From an optimization exercise on the open Yosys and OpenROAD flow, aimed at small area, a short achievable clock period and few clock cycles per item; shortcuts taken in it are not production practice.
The RTL was checked by simulation tests, not by an equivalence proof against the original design.
Power is estimated from default activity; no workload was simulated.

JK:
## pkt_lkp_top
module pkt_lkp_top
(
    input  logic      clk,
    input  logic      rst_i,
    input  logic      b2c_pkt_vld_i,
    input  logic      b2c_pkt_lkp_en_i,
    input  pkt_lkp_pkg::lkp_info_t b2c_pkt_lkp_info_i,
    input  pkt_lkp_pkg::odr_id_t   b2c_pkt_odr_id_i,
    input  logic      b2c_pkt_so_i,
    input  pkt_lkp_pkg::payload_t  b2c_pkt_payload_i,
    output logic      c2b_pkt_rdy_o,
    output logic      c2a_lkp_vld_o,
    output pkt_lkp_pkg::lkp_info_t c2a_lkp_info_o,
    output pkt_lkp_pkg::req_id_t   c2a_lkp_req_id_o,
    input  logic      a2c_lkp_rdy_i,
    input  logic      a2c_lkp_rsp_vld_i,
    input  pkt_lkp_pkg::req_id_t   a2c_lkp_rsp_id_i,
    input  pkt_lkp_pkg::lkp_info_t a2c_lkp_rslt_i,
    output logic      c2d_pkt_vld_o,
    output pkt_lkp_pkg::lkp_info_t c2d_pkt_lkp_rslt_o,
    output pkt_lkp_pkg::odr_id_t   c2d_pkt_odr_id_o,
    output logic      c2d_pkt_so_o,
    output pkt_lkp_pkg::payload_t  c2d_pkt_payload_o,
    input  logic      d2c_pkt_rdy_i
);
For scale: about 160 cells after synthesis, about 250 I/O pins, about 0.0032 mm2 of cells after synthesis.
Settings: LEC_CHECK=0, CAP_MARGIN=20, CORE_MARGIN=2, CORE_UTILIZATION=40, CTS_CLUSTER_DIAMETER=60, CTS_CLUSTER_SIZE=45, SETUP_SLACK_MARGIN=2.0, SLEW_MARGIN=20, TNS_END_PERCENT=100; clock period 4.0 ns.
standard.sh (not shown) runs the stock make flow with config.mk's settings and CLKGATE_MAP_FILE= SYNTH_SCRIPT=/design/flow/synth_recipe.tcl, a recipe that flattens the netlist after the stock synthesis.
==> flow/flow/run.sh <==
#!/bin/bash
# Standard layout, with plain buffers on the ports and footprint-free resizing.
set -euo pipefail
bash standard.sh MATCH_CELL_FOOTPRINT=0 "BUFFER_PORTS_ARGS=-buffer_cell sky130_fd_sc_hd__buf_1" finish > make_finish.log 2>&1
Testbench counts of JK, summed over its fixed seeds: cycles 25,812, items 3,200.
Edits applied to the flow inputs when going from JK to MS:
- CTS_CLUSTER_DIAMETER changed from 60 to 100
- CORE_UTILIZATION changed from 40 to 70
- CTS_CLUSTER_SIZE changed from 45 to 30
### Flow results
MS: PASS, flow complete, no timing, DRC or antenna violations. MS reports a lower worst setup slack than JK does. Against JK, final instance area in MS fell slightly. Diff MS..JK | flip-flop and latch count | unchanged. Summary of MS over JK: total number of nets in the final design increased about 1%; register-to-register slack went down; number of global-route vias before repair increased by 600 relative to the old numbers; sequential fraction of total cell area rose by 0.77 points. In the metrics for MS and JK, the one carrying the higher global routing met1 resource utilization is MS. Against JK, MS comes in 0.51 points higher on fraction of the cycle the final worst path needs. Power share of the combinational group: MS and JK compared, higher one is MS.
### MS -> AL
- CORE_UTILIZATION: 70 -> 55
- AL vs. MS: clock group share of total power now smaller, number of multi-input combinational cells now smaller.
- Share of layout cells above drive strength 1 is higher on MS
- Total power: AL < MS
Changes in TR relative to AL:
- changing CORE_UTILIZATION from 55 to 40
- setting ABC_AREA to 1 for the first time
==> results.txt <==
The sequential share of layout area in TR sits 3.5 points below the value recorded for AL. TR vs. AL: post-DP HPWL went up by 0.73%; hold slack climbed 43 ps; design internal power picked up an extra 1.3%. Looking at total power, TR sits about 3.7% above AL. Cell area after synthesis: higher on TR. TR: combinational share of power 0.3 points above AL. Diff AL -> TR: clock slew seen by the registers of the worst setup and hold paths barely changed, synthesis-to-finish area growth climbed 0.78 points, final area climbed about 6%.
Modified inputs, PW compared to TR
- ABC_AREA: 1 -> unset
Results
Looking at non-clock buffer count in the final layout, PW sits below TR.
Taking TR as the reference, in PW post-route non-filler standard cell count dropped about 9%, count of nets after finishing dropped 47, ratio of final minimum period to clock period climbed 1.1 points, met1 track utilization from global routing barely changed, leakage power of the design dropped about 11%.
PW has relative area change from synthesis to final layout above what TR had.
Per the comparison of PW with TR, final design area excluding fillers decreased by 4.4% relative to the old numbers, die footprint lower, total power picked up an extra about 1%, data arrival time of the critical path rose 50 ps.

-- static timing again, ports no longer ideal --
The results above use ideal ports. As a check the final layouts listed here were re-extracted and re-timed, cells and wires unchanged. Step 1: set_driving_cell puts a clkbuf_16 on clk and a buf_2 on each other input, an assumption about the parent block. Step 2 times the ports against the registers' clock, not the clock port: input delays grow and output delays shrink by t, the midpoint of the rising clock arrivals with the driver on. Slacks: no drivers / after step 1 / after step 2; pairs: no drivers / after step 1.
run | t, ns | setup slack, ns | worst setup path at the end | clock arrival spread, ns
JK | 0.373 | 1.982 / 1.933 / 1.644 | input to register | 0.017 / 0.018
MS | 0.370 | 1.962 / 1.919 / 1.641 | input to register | 0.013 / 0.013
AL | 0.363 | 2.001 / 1.951 / 1.721 | input to register | 0.014 / 0.014
TR | 0.376 | 2.026 / 2.004 / 1.906 | input to register | 0.015 / 0.015
PW | 0.373 | 1.982 / 1.933 / 1.644 | input to register | 0.017 / 0.018
After both steps setup and hold are still met in every run listed.
